From an optimization exercise on the open Yosys and OpenROAD flow, aimed at small area, a short achievable clock period and few clock cycles per item; shortcuts taken in it are not production practice.
RTL that was checked went through simulation tests only; none was proved equivalent to the original.
No activity file was given, so power comes from the tool's default toggle rates.

## sparse_conv_top
module sparse_conv_top #(
	parameter int MUL_TERMS = 3
) (
	input  logic             clk,
	input  logic             rst_n,
	input  logic             wb_cyc_i,
	input  logic             wb_stb_i,
	input  logic             wb_we_i,
	input  conv_pkg::waddr_t wb_adr_i,
	input  conv_pkg::word_t  wb_dat_i,
	output conv_pkg::word_t  wb_dat_o,
	output logic             wb_ack_o
);
For scale: roughly 3400 cells after synthesis, about 810 flip-flops, about 40000 um2 of cells after synthesis.
Settings: LEC_CHECK=0, CAP_MARGIN=5, CELL_PAD_IN_SITES_DETAIL_PLACEMENT=1, CELL_PAD_IN_SITES_GLOBAL_PLACEMENT=2, CORE_MARGIN=2, CORE_UTILIZATION=50, CTS_CLUSTER_DIAMETER=80, CTS_CLUSTER_SIZE=20, PLACE_DENSITY=0.65, SLEW_MARGIN=5; clock period 22.0 ns.
standard.sh (not shown) runs the stock make flow with config.mk's settings and CLKGATE_MAP_FILE= SYNTH_SCRIPT=/design/flow/synth_recipe.tcl, a recipe that flattens the netlist after the stock synthesis.
==> flow/flow/run.sh <==
#!/bin/bash
# The standard layout (standard.sh: the standard flow's synthesis and ORFS flow), with
# repair_timing aiming for extra setup slack and free to resize cells across
# footprints, so the layout is optimised for a shorter achieved period. The
# clock period and the constraints are the design's.
set -euo pipefail
read -r -a EXTRA < flow/extra.txt
bash standard.sh "${EXTRA[@]}" finish > standard_flow.log 2>&1
==> flow/flow/extra.txt <==
SETUP_SLACK_MARGIN=16.5 MATCH_CELL_FOOTPRINT=0
The first run passed the timing, design-rule and antenna checks.
Testbench counts at the start, summed over its fixed seeds: cycles 18,588, items 384.
Then changed:
- CORE_UTILIZATION: 50 -> 40
- GPL_TIMING_DRIVEN: not set -> 0
- PLACE_DENSITY: 0.65 -> 0.55
What happened: The changed run finished with timing, DRC and antenna clean; die area is higher by 25%; synthesized area does not change; cell area is higher by 2.5%; setup slack loses 0.032 ns; final cell count is higher by 8.4%; hold slack gains 0.013 ns; sequential share of layout area is lower by 1.3 points; synthesized cell count stays the same; clock power is higher by about 4%; clock skew barely changes.
Then changed:
==> flow/flow/extra.txt (replaced) <==
SETUP_SLACK_MARGIN=16.3 MATCH_CELL_FOOTPRINT=0
- CAP_MARGIN: 5 -> 20
- GPL_TIMING_DRIVEN: 0 -> not set
- SLEW_MARGIN: 5 -> 20
After rerunning: Sequential share of layout area grows by 0.73 points. Die area is unchanged. Setup slack loses 0.053 ns. Clock skew stays flat. Synthesized cell count does not change.
Then changed:
==> flow/flow/extra.txt (replaced) <==
SETUP_SLACK_MARGIN=16.5 MATCH_CELL_FOOTPRINT=0
- CAP_MARGIN: 20 -> 5
- CORE_UTILIZATION: 40 -> 30
- PLACE_DENSITY: 0.55 -> 0.45
- SLEW_MARGIN: 20 -> 5
Result: Utilization fell by 10 points. Synthesized cell count does not change. Final area rose by 2.5%. First-iteration DRC count fell by 13%. Hold slack gets worse by 0.011 ns. Wire length rose by 11%. Setup slack gets better by 0.070 ns. Count of clock-buffer cells in the layout rose by 2. Sequential power hardly moves.

== the previous run ==
sparse_conv_top, a different RTL version from the one above (not shown whole).
For scale: about 3500 cells after synthesis, roughly 800 flip-flops, roughly 76 I/O pins, roughly 44000 um^2 of cells after synthesis.
==> flow/config.mk <==
export PLATFORM = sky130hd
export DESIGN_NAME = sparse_conv_top
export DESIGN_NICKNAME = sparse_conv_top
export VERILOG_FILES = /design/flow/design.v
export SDC_FILE = /design/flow/constraint.sdc
export NUM_CORES = 4
export LEC_CHECK = 0
export CAP_MARGIN = 20
export CELL_PAD_IN_SITES_DETAIL_PLACEMENT = 1
export CELL_PAD_IN_SITES_GLOBAL_PLACEMENT = 2
export CORE_MARGIN = 2
export CORE_UTILIZATION = 20
export PLACE_DENSITY = 0.4
export SLEW_MARGIN = 20
==> flow/constraint.sdc <==
create_clock -name core_clock -period 22.0 [get_ports {clk}]
set_input_delay 4.4000 -clock core_clock [delete_from_list [all_inputs] [get_ports {clk}]]
set_output_delay 4.4000 -clock core_clock [all_outputs]
set_load 0.01 [all_outputs]
run.sh (not shown) runs the stock make flow with config.mk's settings and CLKGATE_MAP_FILE= SYNTH_SCRIPT=/design/flow/synth_recipe.tcl, a recipe that flattens the netlist after the stock synthesis.
Stock flow here: none of the scripts above is used.
Looking at the reports, the previous run completed the entire flow and the layout it produced met the timing, design-rule and antenna checks.
The inputs of the current run differ from those of the previous run as listed below.
==> flow/flow/run.sh (new file) <==
#!/bin/bash
# The standard layout, with repair_timing aiming for extra setup slack so the
# layout is optimised for a shorter achieved period. The clock period and the
# constraints are the design's; only the repair target changes.
set -euo pipefail
MARGIN=$(cat flow/margin.txt)
bash standard.sh SETUP_SLACK_MARGIN=$MARGIN finish > standard_flow.log 2>&1
==> flow/flow/margin.txt (new file) <==
16
==> flow/standard.sh (new file) <==
#!/bin/bash
# synth_recipe.tcl (not shown) runs the flow's synth.tcl, then flattens the netlist and writes it again
# the make line also repeats each setting of config.mk as NAME=value (left out here)
make -C /OpenROAD-flow-scripts/flow DESIGN_CONFIG=/design/flow/config.mk WORK_HOME=/design/flow/orfs CLKGATE_MAP_FILE= SYNTH_SCRIPT=/design/flow/synth_recipe.tcl "${@:-finish}"
removed: flow/run.sh
--- outcome ---
[the current run vs the previous run] buffer share of cell area: higher in the current run
Routing usage on met3: higher on the current run
In the metrics for the current run and the previous run, the one carrying the lower final area is the previous run.
First-pass iteration count of the detailed router across the current run and the previous run: no real change.
The current run: maximum frequency about 37% above the previous run
Setup slack in the current run is 2.20 ns above the previous run.
The current run gives more clock group share of total power than the previous run did.
According to the power report, total power for the current run is higher than for the previous run.
No run of this note included a check of the RTL's function; only the layout flow was run.

Setup of main:
The RTL this note starts from:
==> flow/design.v <==
`default_nettype none
package conv_pkg;
	typedef logic [31:0] word_t;
	typedef logic [3:0]  kidx_t;
	typedef logic [1:0]  kpos_t;
	typedef logic [5:0]  waddr_t;
	localparam int KERNEL_N = 9;
	localparam int IFMAP_N  = 16;
	localparam int RESULT_N = 4;
	localparam waddr_t KERNEL_BASE = 6'h00;
	localparam waddr_t IFMAP_BASE  = 6'h10;
	localparam waddr_t CTRL_ADDR   = 6'h20;
	localparam waddr_t STATUS_ADDR = 6'h21;
	localparam waddr_t RESULT_BASE = 6'h28;
	typedef enum logic [1:0] {C_IDLE, C_SCAN, C_DONE} comp_state_e;
	typedef enum logic [1:0] {E_IDLE, E_WAIT_LIST, E_RUN, E_DONE} eng_state_e;
endpackage
`default_nettype wire
`default_nettype none
module sparse_conv_top #(
	parameter int MUL_TERMS = 3
) (
	input  logic             clk,
	input  logic             rst_n,
	input  logic             wb_cyc_i,
	input  logic             wb_stb_i,
	input  logic             wb_we_i,
	input  conv_pkg::waddr_t wb_adr_i,
	input  conv_pkg::word_t  wb_dat_i,
	output conv_pkg::word_t  wb_dat_o,
	output logic             wb_ack_o
);
	function automatic logic [4:0] gfac(input logic [31:0] p);
		logic [4:0] lo;
		lo = p[4:0];
		if (|p[31:5] || lo >= 5'd21)
			gfac = 5'd21;
		else if (lo[4] && !lo[0])
			gfac = lo - 5'd1;
		else
			gfac = lo;
	endfunction
	function automatic logic [3:0] popcnt9(input logic [8:0] v);
		popcnt9 = '0;
		for (int i = 0; i < 9; i++) popcnt9 = popcnt9 + {3'd0, v[i]};
	endfunction
	function automatic logic [8:0] booth(input logic [5:0] b);
		logic [6:0] x;
		x = {b, 1'b0};
		for (int j = 0; j < 3; j++) begin
			booth[3*j]   = x[2*j+1] ^ x[2*j];
			booth[3*j+1] = (x[2*j+2] & ~x[2*j+1] & ~x[2*j]) | (~x[2*j+2] & x[2*j+1] & x[2*j]);
			booth[3*j+2] = x[2*j+2] & ~(x[2*j+1] & x[2*j]);
		end
	endfunction
	logic        ack_q;
	logic        wv_q;     
	logic        s2_q;     
	logic [5:0]  adr_q;
	logic [31:0] dat_q;
	logic        access;
	assign access   = wb_cyc_i & wb_stb_i & ~ack_q;
	assign wb_ack_o = ack_q;
	always_ff @(posedge clk or negedge rst_n) begin
		if (!rst_n) begin
			ack_q <= 1'b0;
			wv_q  <= 1'b0;
			s2_q  <= 1'b0;
		end else begin
			ack_q <= access;
			wv_q  <= access & wb_we_i;
			s2_q  <= wv_q;
		end
	end
	always_ff @(posedge clk) begin
		if (access) begin
			adr_q <= wb_adr_i;
			dat_q <= wb_dat_i;
		end
	end
	logic [31:0] kmem [3][3];    
	logic [8:0]  knz;
	logic [4:0]  gmem [4][4];    
	logic ph;       
	logic col;
	assign col = ~ph;
	function automatic logic [3:0] tap_rc(input logic [3:0] t);
		case (t)
			4'd0: tap_rc = {2'd0, 2'd0};
			4'd1: tap_rc = {2'd0, 2'd1};
			4'd2: tap_rc = {2'd0, 2'd2};
			4'd3: tap_rc = {2'd1, 2'd0};
			4'd4: tap_rc = {2'd1, 2'd1};
			4'd5: tap_rc = {2'd1, 2'd2};
			4'd6: tap_rc = {2'd2, 2'd0};
			4'd7: tap_rc = {2'd2, 2'd1};
			default: tap_rc = {2'd2, 2'd2};
		endcase
	endfunction
	function automatic logic is_kern(input logic [5:0] a);
		is_kern = (a[5:4] == 2'b00) && (a[3:0] < 4'd9);
	endfunction
	logic [5:0] adr_n;
	assign adr_n = access ? wb_adr_i : adr_q;
	logic [2:0] csel_q, rsel0_q, rsel1_q;
	always_ff @(posedge clk) begin
		logic [3:0] rc;
		logic [1:0] kc_n, pr_n, pc_n;
		logic [2:0] tc;
		rc   = tap_rc(adr_n[3:0]);
		pr_n = adr_n[3:2];
		pc_n = adr_n[1:0];
		tc   = {1'b0, pc_n} - {2'b00, ph};
		if (is_kern(adr_n)) begin
			csel_q  <= 3'b001 << rc[1:0];
			rsel0_q <= 3'b001 << rc[3:2];
		end else begin
			csel_q  <= tc[2] ? 3'b000 : 3'(3'b001 << tc[1:0]);
			rsel0_q <= 3'(3'b001 << pr_n);
		end
		rsel1_q <= 3'((4'b0001 << pr_n) >> 1);
	end
	logic wr, kern, pix, sw1;
	assign wr   = wv_q | s2_q;
	assign kern = wr && is_kern(adr_q);
	assign pix  = wr && (adr_q[5:4] == 2'b01);
	assign sw1  = wv_q && (adr_q == 6'h20) && dat_q[0];
	logic [3:0] idx;
	logic [1:0] kr, kc, pr, pc;
	assign idx      = adr_q[3:0];
	assign {kr, kc} = tap_rc(idx);
	assign pr       = idx[3:2];
	assign pc       = idx[1:0];
	logic [31:0] kcolv [3];
	logic [31:0] kread0, kread1;
	always_comb begin
		for (int r = 0; r < 3; r++) begin
			kcolv[r] = ({32{csel_q[0]}} & kmem[r][0])
			         | ({32{csel_q[1]}} & kmem[r][1])
			         | ({32{csel_q[2]}} & kmem[r][2]);
		end
		kread0 = ({32{rsel0_q[0]}} & kcolv[0]) | ({32{rsel0_q[1]}} & kcolv[1])
		       | ({32{rsel0_q[2]}} & kcolv[2]);
		kread1 = ({32{rsel1_q[0]}} & kcolv[0]) | ({32{rsel1_q[1]}} & kcolv[1])
		       | ({32{rsel1_q[2]}} & kcolv[2]);
	end
	logic [1:0] gcol, grow0;
	logic [4:0] gcolv [4];
	logic [4:0] g_a, g_b;
	assign gcol  = kern ? kc + 2'(col) : pc;
	assign grow0 = kern ? kr : pr;
	always_comb begin
		for (int r = 0; r < 4; r++) gcolv[r] = gmem[r][gcol];
	end
	assign g_a = gcolv[grow0];
	assign g_b = gcolv[kr + 2'd1];
	logic [2:0] tcol;
	logic       tcol_ok;
	assign tcol    = {1'b0, pc} - {2'b00, col};
	assign tcol_ok = (tcol[2] == 1'b0) && (tcol[1:0] != 2'd3);
	logic [4:0] g_new;
	logic [5:0] g_dlt;
	assign g_new = gfac(dat_q);
	assign g_dlt = {1'b0, g_new} - {1'b0, g_a};
	logic v0, v1;
	assign v0 = pix && pr != 2'd3 && tcol_ok;
	assign v1 = pix && pr != 2'd0 && tcol_ok;
	logic [31:0] a0_q, a1_q;     
	logic [8:0]  b0_q, b1_q;     
	logic [31:0] kdiff;
	assign kdiff = dat_q - kread0;
	always_ff @(posedge clk) begin
		a0_q <= kern ? kdiff : kread0;
		a1_q <= kern ? kdiff : kread1;
	end
	always_ff @(posedge clk or negedge rst_n) begin
		if (!rst_n) begin
			b0_q <= '0;
			b1_q <= '0;
			ph   <= 1'b0;
			for (int r = 0; r < 4; r++)
				for (int c = 0; c < 4; c++) gmem[r][c] <= '0;
		end else begin
			ph <= ~ph;
			if (kern) begin
				b0_q <= booth({1'b0, g_a});
				b1_q <= booth({1'b0, g_b});
			end else begin
				b0_q <= v0 ? booth(g_dlt) : 9'd0;
				b1_q <= v1 ? booth(g_dlt) : 9'd0;
			end
			if (pix && s2_q) gmem[pr][pc] <= g_new;
		end
	end
	always_ff @(posedge clk) begin
		if (kern && s2_q) begin
			kmem[kr][kc] <= dat_q;
			knz[idx]     <= |dat_q;
		end
	end
	function automatic logic [31:0] mac(input logic [31:0] acc,
			input logic [31:0] a, input logic [8:0] d);
		logic [31:0] p [3];
		logic [31:0] n;
		for (int j = 0; j < 3; j++) begin
			p[j] = ((a & {32{d[3*j]}}) | ((a << 1) & {32{d[3*j+1]}})) ^ {32{d[3*j+2]}};
		end
		n = {27'd0, d[8], 1'b0, d[5], 1'b0, d[2]};
		mac = acc + p[0] + (p[1] << 2) + (p[2] << 4) + n;
	endfunction
	logic [31:0] r0a, r0b, r1a, r1b;
	always_ff @(posedge clk or negedge rst_n) begin
		if (!rst_n) begin
			r0a <= '0;
			r0b <= '0;
			r1a <= '0;
			r1b <= '0;
		end else begin
			r0a <= r0b;
			r0b <= mac(r0a, a0_q, b0_q);
			r1a <= r1b;
			r1b <= mac(r1a, a1_q, b1_q);
		end
	end
	logic        done_q;
	logic        snap_q;      
	logic [3:0]  cnt_q;
	logic [31:0] res_q [4];
	always_ff @(posedge clk or negedge rst_n) begin
		if (!rst_n) begin
			done_q <= 1'b0;
			snap_q <= 1'b0;
			cnt_q  <= '0;
		end else begin
			if (sw1) begin
				done_q <= 1'b1;
				snap_q <= 1'b1;
				cnt_q  <= popcnt9(knz);
			end else if (snap_q && !ph) begin
				snap_q <= 1'b0;
			end
		end
	end
	always_ff @(posedge clk) begin
		if (snap_q && !ph) begin
			res_q[0] <= r0a;
			res_q[1] <= r0b;
			res_q[2] <= r1a;
			res_q[3] <= r1b;
		end
	end
	logic [31:0] rd_q;
	always_ff @(posedge clk) begin
		rd_q <= '0;
		if (wb_adr_i == 6'h21) begin
			rd_q[1]   <= done_q;
			rd_q[7:4] <= cnt_q;
		end else if (wb_adr_i[5:2] == 4'b1010 && done_q) begin
			rd_q <= res_q[wb_adr_i[1:0]];
		end
	end
	assign wb_dat_o = rd_q;
endmodule
`default_nettype wire
export LEC_CHECK = 0
export CAP_MARGIN = 20
export CELL_PAD_IN_SITES_DETAIL_PLACEMENT = 1
export CELL_PAD_IN_SITES_GLOBAL_PLACEMENT = 2
export CORE_MARGIN = 2
export CORE_UTILIZATION = 55
export CTS_BUF_LIST = sky130_fd_sc_hd__clkbuf_8
export CTS_CLUSTER_SIZE = 20
export PLACE_DENSITY = 0.7
export SLEW_MARGIN = 20
create_clock -name core_clock -period 22.0 [get_ports {clk}]
standard.sh (not shown) runs the stock make flow with config.mk's settings and CLKGATE_MAP_FILE= SYNTH_SCRIPT=/design/flow/synth_recipe.tcl, a recipe that flattens the netlist after the stock synthesis.
==> flow/flow/run.sh <==
#!/bin/bash
# The standard layout, with repair_timing aiming for extra setup slack so the
# layout is optimised for a shorter achieved period. The clock period and the
# constraints are the design's; only the repair target changes.
set -euo pipefail
MARGIN=$(cat flow/margin.txt)
bash standard.sh SETUP_SLACK_MARGIN=$MARGIN finish > standard_flow.log 2>&1
==> flow/flow/margin.txt <==
16
main finished end to end and its layout was clean on timing, DRC and antenna.
--- input diff main..the feature branch ---
Settings: a deleted CTS_CLUSTER_SIZE that had been 20; a deleted CTS_BUF_LIST that had been sky130_fd_sc_hd__clkbuf_8.
==> flow/flow/run.sh <==
#!/bin/bash
# The standard layout (standard.sh: the standard flow's synthesis and ORFS flow), with
# repair_timing aiming for extra setup slack and free to resize cells across
# footprints, so the layout is optimised for a shorter achieved period. The
# clock period and the constraints are the design's.
set -euo pipefail
read -r -a EXTRA < flow/extra.txt
bash standard.sh "${EXTRA[@]}" finish > standard_flow.log 2>&1
==> flow/flow/extra.txt (new file) <==
SETUP_SLACK_MARGIN=16.5 MATCH_CELL_FOOTPRINT=0
removed: flow/flow/margin.txt
### Flow results
The feature branch: flow completed, timing, DRC and antenna clean
In the metrics for main and the feature branch, the one carrying the higher total global-route track usage is the feature branch.
Count of H-tree levels built during CTS is higher on main
The feature branch against main: register-to-register slack up 0.57 ns, utilization now sits higher.
No run of this note included a check of the RTL's function; only the layout flow was run.

afterwards: timing with drivers on the ports:
Ports are ideal in the flow. The routed layouts listed here were re-timed in OpenROAD.
Step 1 sets driving cells, clkbuf_16 on the clock port and buf_2 on the other inputs (assumed; they add their load-dependent delay and slew).
Step 2 moves the port delays by t, midway between the first and last clock arrival at a register: inputs arrive t later, outputs are due t later. That takes back most of the time a late clock gives input paths.
Three values: ideal ports, drivers, drivers and shift; two values: the first two.
| run | shift t [ns] | setup slack, ns | worst hold slack (ns) |
|---|---|---|---|
| the first run of note 1 | 0.710 | 16.435 / 16.362 / 15.847 | 0.327 / 0.327 / 0.327 |
| the second run of note 1 | 0.740 | 16.403 / 16.327 / 15.836 | 0.341 / 0.341 / 0.341 |
| the third run of note 1 | 0.756 | 16.349 / 16.278 / 15.790 | 0.347 / 0.347 / 0.347 |
| the fourth run of note 1 | 0.731 | 16.420 / 16.344 / 15.882 | 0.336 / 0.336 / 0.336 |
| the previous run | 0.814 | 13.881 / 13.881 / 13.881 | 0.372 / 0.372 / 0.372 |
| the current run | 0.825 | 16.076 / 16.076 / 15.386 | 0.366 / 0.366 / 0.366 |
| main | 0.869 | 16.064 / 15.997 / 15.251 | 0.351 / 0.351 / 0.351 |
| the feature branch | 0.720 | 16.405 / 16.340 / 15.731 | 0.362 / 0.362 / 0.362 |
After both steps setup and hold are still met in every run listed. For main, which loses most, drivers alone change the setup slack by -0.067 ns; drivers and shift together by -0.813 ns.
